From an optimization exercise on the open Yosys and OpenROAD flow, aimed at small area; shortcuts taken in it are not production practice. Function was checked by simulation only, so behaviour that the tests miss may differ from the original. Power is estimated from default activity; no workload was simulated.

## run 3
==> flow/design.v <==
module am_sdr_1bit_rx #(
  parameter int PHASE_W   = 24,
  parameter int CIC_ORDER = 3,
  parameter int DEC_LOG2  = 8,
  parameter int OUT_W     = 8
) (
  input  logic               clk,
  input  logic               rst_n,
  input  logic               rf_in,
  input  logic [PHASE_W-1:0] tune_word,
  input  logic               tune_load,
  input  logic               pwm_en,
  output logic [OUT_W-1:0]   mag_out,
  output logic               mag_valid,
  output logic               pwm_out
);
  function automatic logic [26:0] rca(input logic [25:0] a, input logic [25:0] b,
                                      input logic ci);
    logic c;
    logic [26:0] r;
    c = ci;
    for (int i = 0; i < 26; i++) begin
      r[i] = a[i] ^ b[i] ^ c;
      c    = (a[i] & b[i]) | (a[i] & c) | (b[i] & c);
    end
    r[26] = c;
    rca = r;
  endfunction
  logic [11:0] ph_lo, ph_hi;         
  logic        ph_c;
  logic [PHASE_W-1:0] tune_reg;
  logic [7:0]  j;                    
  logic [8:0]  jn;                   
  logic [12:0] ph_lo_n;
  logic [1:0]  lo;                   
  logic        tick, ui, uq, ui_r, uq_r;
  assign ph_lo_n = 13'(rca(26'(ph_lo), 26'(tune_reg[11:0]), 1'b0));
  assign lo      = ph_hi[11:10] + 2'(ph_c & (&ph_hi[9:0]));
  assign jn      = {1'b0, j} + 9'd1;
  assign ui      = ~(rf_in ^ lo[1]);
  assign uq      = ~(rf_in ^ lo[1] ^ lo[0]);
  logic c_clr;
  always_ff @(posedge clk or negedge rst_n) begin
    if (!rst_n) begin
      tick  <= 1'b0;
      c_clr <= 1'b1;
      ui_r  <= 1'b0;
      uq_r  <= 1'b0;
    end else begin
      tick  <= (j == 8'd255);
      c_clr <= (j == 8'd255);
      ui_r  <= ui;
      uq_r  <= uq;
    end
  end
  always_ff @(posedge clk or negedge rst_n) begin
    if (!rst_n) begin
      ph_lo    <= '0;
      ph_hi    <= '0;
      ph_c     <= 1'b0;
      tune_reg <= '0;
      j        <= 8'd0;
      pwm_out  <= 1'b0;
    end else begin
      ph_lo   <= ph_lo_n[11:0];
      ph_c    <= ph_lo_n[12];
      ph_hi   <= 12'(rca(26'(ph_hi), 26'(tune_reg[23:12]), ph_c));
      if (tune_load) tune_reg <= tune_word;
      j       <= jn[7:0];
      pwm_out <= pwm_en & (j < mag_out);
    end
  end
  logic [15:0] wc;
  logic [14:0] wa;
  logic [15:0] wb;
  logic [7:0]  wa_hi;
  logic [15:0] wb_half;
  always_ff @(posedge clk or negedge rst_n) begin
    if (!rst_n)
      wc <= 16'd1;
    else if (j == 8'd255)
      wc <= 16'd1;
    else
      wc <= 16'(rca(26'(wc), 26'(jn), 1'b1));
  end
  always_comb begin
    wa_hi   = 8'(rca(26'(wc[14:7]), 26'({~jn[6:0], 1'b1}), 1'b0));
    wa      = {wa_hi, wc[6:0]};
    wb_half = 16'(rca(26'({jn[8] ^ jn[7], ~jn[7], jn[6:0], 7'b1000000}), 26'(16'(~wc)), 1'b1));
    wb      = {wb_half[14:0], 1'b0};
  end
  logic [15:0] a_lo_i, a_lo_q, b_lo_i, b_lo_q, c_lo_i, c_lo_q;
  logic [8:0]  a_hi_i, a_hi_q;
  logic [7:0]  b_hi_i, b_hi_q;
  logic [5:0]  c_hi_i, c_hi_q;
  logic        a_c_i, a_c_q, b_c_i, b_c_q, c_c_i, c_c_q;
  logic [1:0]  n_dec;
  logic        lsb_a;
  assign lsb_a = ~n_dec[0];
  logic [16:0] na_i, na_q, nb_i, nb_q, nc_i, nc_q;
  always_ff @(posedge clk) begin
    c_lo_i <= nc_i[15:0];  c_c_i <= nc_i[16];
    c_lo_q <= nc_q[15:0];  c_c_q <= nc_q[16];
    c_hi_i <= c_clr ? 6'd0 : 6'(rca(26'(c_hi_i), 26'd0, c_c_i));
    c_hi_q <= c_clr ? 6'd0 : 6'(rca(26'(c_hi_q), 26'd0, c_c_q));
  end
  always_comb begin
    na_i = 17'(rca(26'(tick ? b_lo_i : a_lo_i), 26'(wa & {15{ui_r}}), 1'b0));
    na_q = 17'(rca(26'(tick ? b_lo_q : a_lo_q), 26'(wa & {15{uq_r}}), 1'b0));
    nb_i = 17'(rca(26'(tick ? c_lo_i : b_lo_i), 26'(wb & {16{ui_r}}), 1'b0));
    nb_q = 17'(rca(26'(tick ? c_lo_q : b_lo_q), 26'(wb & {16{uq_r}}), 1'b0));
    nc_i = 17'(rca(26'(c_clr ? 16'd0 : c_lo_i), 26'(wc & {16{ui_r}}), 1'b0));
    nc_q = 17'(rca(26'(c_clr ? 16'd0 : c_lo_q), 26'(wc & {16{uq_r}}), 1'b0));
  end
  always_ff @(posedge clk or negedge rst_n) begin
    if (!rst_n) begin
      a_lo_i <= 16'h29c0; a_lo_q <= 16'h29c0; a_hi_i <= 9'h06b; a_hi_q <= 9'h06b;
      b_lo_i <= 16'hd63f; b_lo_q <= 16'hd63f; b_hi_i <= 8'h15;  b_hi_q <= 8'h15;
      a_c_i <= 1'b0; a_c_q <= 1'b0; b_c_i <= 1'b0; b_c_q <= 1'b0;
      n_dec  <= 2'd0;
    end else begin
      a_lo_i <= na_i[15:0];  a_c_i <= na_i[16];
      a_lo_q <= na_q[15:0];  a_c_q <= na_q[16];
      b_lo_i <= nb_i[15:0];  b_c_i <= nb_i[16];
      b_lo_q <= nb_q[15:0];  b_c_q <= nb_q[16];
      a_hi_i <= 9'(rca(26'(tick ? {1'b0, b_hi_i} : a_hi_i), 26'd0, tick ? b_c_i : a_c_i));
      a_hi_q <= 9'(rca(26'(tick ? {1'b0, b_hi_q} : a_hi_q), 26'd0, tick ? b_c_q : a_c_q));
      b_hi_i <= 8'(rca(26'(tick ? {2'b0, c_hi_i} : b_hi_i), 26'd0, tick ? c_c_i : b_c_i));
      b_hi_q <= 8'(rca(26'(tick ? {2'b0, c_hi_q} : b_hi_q), 26'd0, tick ? c_c_q : b_c_q));
      if (tick && n_dec != 2'd3) n_dec <= n_dec + 2'd1;
    end
  end
  logic [24:0] acc_ai, acc_aq;
  logic        neg_i, neg_q;
  logic [29:0] s_i, s_q;
  assign acc_ai = {a_hi_i, a_lo_i};
  assign acc_aq = {a_hi_q, a_lo_q};
  assign neg_i  = ~acc_ai[24] & ~acc_ai[23];
  assign neg_q  = ~acc_aq[24] & ~acc_aq[23];
  assign s_i    = {{5{neg_i}}, acc_ai[24] | ~acc_ai[23], acc_ai[22:0], lsb_a};
  assign s_q    = {{5{neg_q}}, acc_aq[24] | ~acc_aq[23], acc_aq[22:0], lsb_a};
  logic       d0;
  logic [8:0] t_i, t_q;
  assign d0 = (j[1:0] == 2'd2);
  always_comb begin
    case (j[1:0])
      2'd2:    begin t_i = s_i[8:0];   t_q = s_q[8:0];   end
      2'd3:    begin t_i = s_i[17:9];  t_q = s_q[17:9];  end
      default: begin t_i = s_i[26:18]; t_q = s_q[26:18]; end
    endcase
  end
  logic        cab_i, cab_q, c1, c2, cge, mp_i, mp_q;      
  logic [7:0]  mag_pend;
  logic [8:0]  m_i, m_q, hm_i, hm_q, nq;
  logic        pi_, pq_;
  logic [9:0]  inc_i, inc_q, sum1, sum2, cmp;
  always_comb begin
    inc_i = 10'(rca(26'(t_i ^ {9{neg_i}}), 26'd0, d0 ? neg_i : cab_i));
    inc_q = 10'(rca(26'(t_q ^ {9{neg_q}}), 26'd0, d0 ? neg_q : cab_q));
    m_i   = inc_i[8:0];
    m_q   = inc_q[8:0];
    pi_   = d0 ? 1'b0 : mp_i;
    pq_   = d0 ? 1'b0 : mp_q;
    hm_i  = {m_i[8:1], m_i[0] & ~d0};
    hm_q  = {m_q[8:1], m_q[0] & ~d0};
    sum1  = 10'(rca(26'({m_i[7:0], pi_}), 26'(hm_q), d0 ? 1'b0 : c1));    
    sum2  = 10'(rca(26'({m_q[7:0], pq_}), 26'(hm_i), d0 ? 1'b0 : c2));    
    nq    = ~m_q;
    cmp   = 10'(rca(26'(m_i), 26'(nq), d0 ? 1'b1 : cge));                 
  end
  always_ff @(posedge clk) begin
    cab_i <= inc_i[9];
    cab_q <= inc_q[9];
    mp_i  <= m_i[8];
    mp_q  <= m_q[8];
    c1    <= sum1[9];
    c2    <= sum2[9];
    cge   <= cmp[9];
    if (tick) mag_pend <= cmp[9] ? sum1[7:0] : sum2[7:0];
  end
  logic seen;                        
  assign seen = (n_dec != 2'd0);
  always_ff @(posedge clk or negedge rst_n) begin
    if (!rst_n) begin
      mag_out   <= '0;
      mag_valid <= 1'b0;
    end else begin
      mag_valid <= seen & (j == 8'd3);
      if (seen & (j == 8'd3)) mag_out <= mag_pend;
    end
  end
endmodule
export LEC_CHECK = 0
export ABC_AREA = 1
export CAP_MARGIN = 0
export CORE_MARGIN = 2
export CORE_UTILIZATION = 70
export SLEW_MARGIN = 20
create_clock -name core_clock -period 8.0 [get_ports {clk}]
standard.sh (not shown) runs the stock make flow with config.mk's settings and CLKGATE_MAP_FILE= SYNTH_SCRIPT=/design/flow/synth_recipe.tcl, a recipe that flattens the netlist after the stock synthesis.
==> flow/flow/run.sh <==
#!/bin/bash
# The standard layout (standard.sh: the standard flow's synthesis and ORFS flow), with two changes:
# clock tree synthesis without dummy loads, and the smallest buffer on each port.
# make's output goes to flow_make.log; each ORFS step keeps its own log under orfs/logs/.
set -euo pipefail
bash standard.sh \
  "CTS_ARGS=-sink_clustering_enable -repair_clock_nets -sink_clustering_size 45 -sink_clustering_max_diameter 70 -buf_list sky130_fd_sc_hd__clkbuf_16 -dont_use_dummy_load" \
  "BUFFER_PORTS_ARGS=-buffer_cell sky130_fd_sc_hd__buf_1" \
  finish > flow_make.log 2>&1
The inputs of run 1 differ from those of run 3 as listed below.
--- a/flow/design.v
+++ b/flow/design.v
@@ -33,11 +33,13 @@
   logic [8:0]  jn;                   
   logic [12:0] ph_lo_n;
   logic [1:0]  lo;                   
   logic        tick, ui, uq, ui_r, uq_r;
+  logic        j255;
   assign ph_lo_n = 13'(rca(26'(ph_lo), 26'(tune_reg[11:0]), 1'b0));
   assign lo      = ph_hi[11:10] + 2'(ph_c & (&ph_hi[9:0]));
   assign jn      = {1'b0, j} + 9'd1;
+  assign j255    = (j == 8'd255);
   assign ui      = ~(rf_in ^ lo[1]);
   assign uq      = ~(rf_in ^ lo[1] ^ lo[0]);
   logic c_clr;
   always_ff @(posedge clk or negedge rst_n) begin
@@ -46,10 +48,10 @@
       c_clr <= 1'b1;
       ui_r  <= 1'b0;
       uq_r  <= 1'b0;
     end else begin
-      tick  <= (j == 8'd255);
-      c_clr <= (j == 8'd255);
+      tick  <= j255;
+      c_clr <= j255;
       ui_r  <= ui;
       uq_r  <= uq;
     end
   end
@@ -70,28 +72,30 @@
       pwm_out <= pwm_en & (j < mag_out);
     end
   end
   logic [15:0] wc;
+  logic [14:0] wc_r;                 
+  assign wc   = {j255, wc_r};
   logic [14:0] wa;
   logic [15:0] wb;
   logic [7:0]  wa_hi;
   logic [15:0] wb_half;
   always_ff @(posedge clk or negedge rst_n) begin
     if (!rst_n)
-      wc <= 16'd1;
-    else if (j == 8'd255)
-      wc <= 16'd1;
+      wc_r <= 15'd1;
+    else if (j255)
+      wc_r <= 15'd1;
     else
-      wc <= 16'(rca(26'(wc), 26'(jn), 1'b1));
+      wc_r <= 15'(rca(26'(wc_r), 26'(jn), 1'b1));
   end
   always_comb begin
     wa_hi   = 8'(rca(26'(wc[14:7]), 26'({~jn[6:0], 1'b1}), 1'b0));
     wa      = {wa_hi, wc[6:0]};
     wb_half = 16'(rca(26'({jn[8] ^ jn[7], ~jn[7], jn[6:0], 7'b1000000}), 26'(16'(~wc)), 1'b1));
     wb      = {wb_half[14:0], 1'b0};
   end
   logic [15:0] a_lo_i, a_lo_q, b_lo_i, b_lo_q, c_lo_i, c_lo_q;
-  logic [8:0]  a_hi_i, a_hi_q;
+  logic [7:0]  a_hi_i, a_hi_q;
   logic [7:0]  b_hi_i, b_hi_q;
   logic [5:0]  c_hi_i, c_hi_q;
   logic        a_c_i, a_c_q, b_c_i, b_c_q, c_c_i, c_c_q;
   logic [1:0]  n_dec;
@@ -113,33 +117,33 @@
     nc_q = 17'(rca(26'(c_clr ? 16'd0 : c_lo_q), 26'(wc & {16{uq_r}}), 1'b0));
   end
   always_ff @(posedge clk or negedge rst_n) begin
     if (!rst_n) begin
-      a_lo_i <= 16'h29c0; a_lo_q <= 16'h29c0; a_hi_i <= 9'h06b; a_hi_q <= 9'h06b;
+      a_lo_i <= 16'h29c0; a_lo_q <= 16'h29c0; a_hi_i <= 8'h6b;  a_hi_q <= 8'h6b;
       b_lo_i <= 16'hd63f; b_lo_q <= 16'hd63f; b_hi_i <= 8'h15;  b_hi_q <= 8'h15;
       a_c_i <= 1'b0; a_c_q <= 1'b0; b_c_i <= 1'b0; b_c_q <= 1'b0;
       n_dec  <= 2'd0;
     end else begin
       a_lo_i <= na_i[15:0];  a_c_i <= na_i[16];
       a_lo_q <= na_q[15:0];  a_c_q <= na_q[16];
       b_lo_i <= nb_i[15:0];  b_c_i <= nb_i[16];
       b_lo_q <= nb_q[15:0];  b_c_q <= nb_q[16];
-      a_hi_i <= 9'(rca(26'(tick ? {1'b0, b_hi_i} : a_hi_i), 26'd0, tick ? b_c_i : a_c_i));
-      a_hi_q <= 9'(rca(26'(tick ? {1'b0, b_hi_q} : a_hi_q), 26'd0, tick ? b_c_q : a_c_q));
+      a_hi_i <= 8'(rca(26'(tick ? b_hi_i : a_hi_i), 26'd0, tick ? b_c_i : a_c_i));
+      a_hi_q <= 8'(rca(26'(tick ? b_hi_q : a_hi_q), 26'd0, tick ? b_c_q : a_c_q));
       b_hi_i <= 8'(rca(26'(tick ? {2'b0, c_hi_i} : b_hi_i), 26'd0, tick ? c_c_i : b_c_i));
       b_hi_q <= 8'(rca(26'(tick ? {2'b0, c_hi_q} : b_hi_q), 26'd0, tick ? c_c_q : b_c_q));
       if (tick && n_dec != 2'd3) n_dec <= n_dec + 2'd1;
     end
   end
-  logic [24:0] acc_ai, acc_aq;
+  logic [23:0] acc_ai, acc_aq;
   logic        neg_i, neg_q;
   logic [29:0] s_i, s_q;
   assign acc_ai = {a_hi_i, a_lo_i};
   assign acc_aq = {a_hi_q, a_lo_q};
-  assign neg_i  = ~acc_ai[24] & ~acc_ai[23];
-  assign neg_q  = ~acc_aq[24] & ~acc_aq[23];
-  assign s_i    = {{5{neg_i}}, acc_ai[24] | ~acc_ai[23], acc_ai[22:0], lsb_a};
-  assign s_q    = {{5{neg_q}}, acc_aq[24] | ~acc_aq[23], acc_aq[22:0], lsb_a};
+  assign neg_i  = ~(acc_ai[23] ^ (a_c_i & (&acc_ai[22:16])));
+  assign neg_q  = ~(acc_aq[23] ^ (a_c_q & (&acc_aq[22:16])));
+  assign s_i    = {{6{neg_i}}, acc_ai[22:0], lsb_a};
+  assign s_q    = {{6{neg_q}}, acc_aq[22:0], lsb_a};
   logic       d0;
   logic [8:0] t_i, t_q;
   assign d0 = (j[1:0] == 2'd2);
   always_comb begin
--- outcome ---
Compared to run 3, run 1 has fewer flip-flops.
Worst setup slack after placement: higher on run 3
Register share of the cell area ends up lower on run 1.
Taking run 3 as the reference, in run 1 count of clock tree sinks decreased 3; power after layout decreased about 0.4%; share of the core filled with cells in the final layout decreased 0.26 points.
Share of the cycle needed by the critical path after routing: higher on run 1
Taking run 3 as the reference, in run 1 top achievable clock speed lost 3.6 MHz; height of the die neither gained nor lost much.

==> separate check: timing with driven ports <==
The results above use ideal ports. As a check the final layouts listed here were re-extracted and re-timed, cells and wires unchanged. Step 1: set_driving_cell puts a clkbuf_16 on clk and a buf_2 on each other input, an assumption about the parent block. Step 2 also shifts input and output timing later by t, the mid clock arrival at the registers, as if the neighbouring blocks saw the same clock. a / b / c = ideal / step 1 / step 2; a / b = the first two.
run | shift t [ns] | setup WS [ns] | worst register clock-pin slew, ns | worst data-port slew with drivers (ns) | pins driven straight from the clock port
run 3 | 0.530 | 0.742 / 0.742 / 0.742 | 0.11 / 0.11 | 0.04 | 1
run 1 | 0.526 | 0.546 / 0.546 / 0.546 | 0.11 / 0.11 | 0.03 | 1
After both steps setup and hold are still met in every run listed.
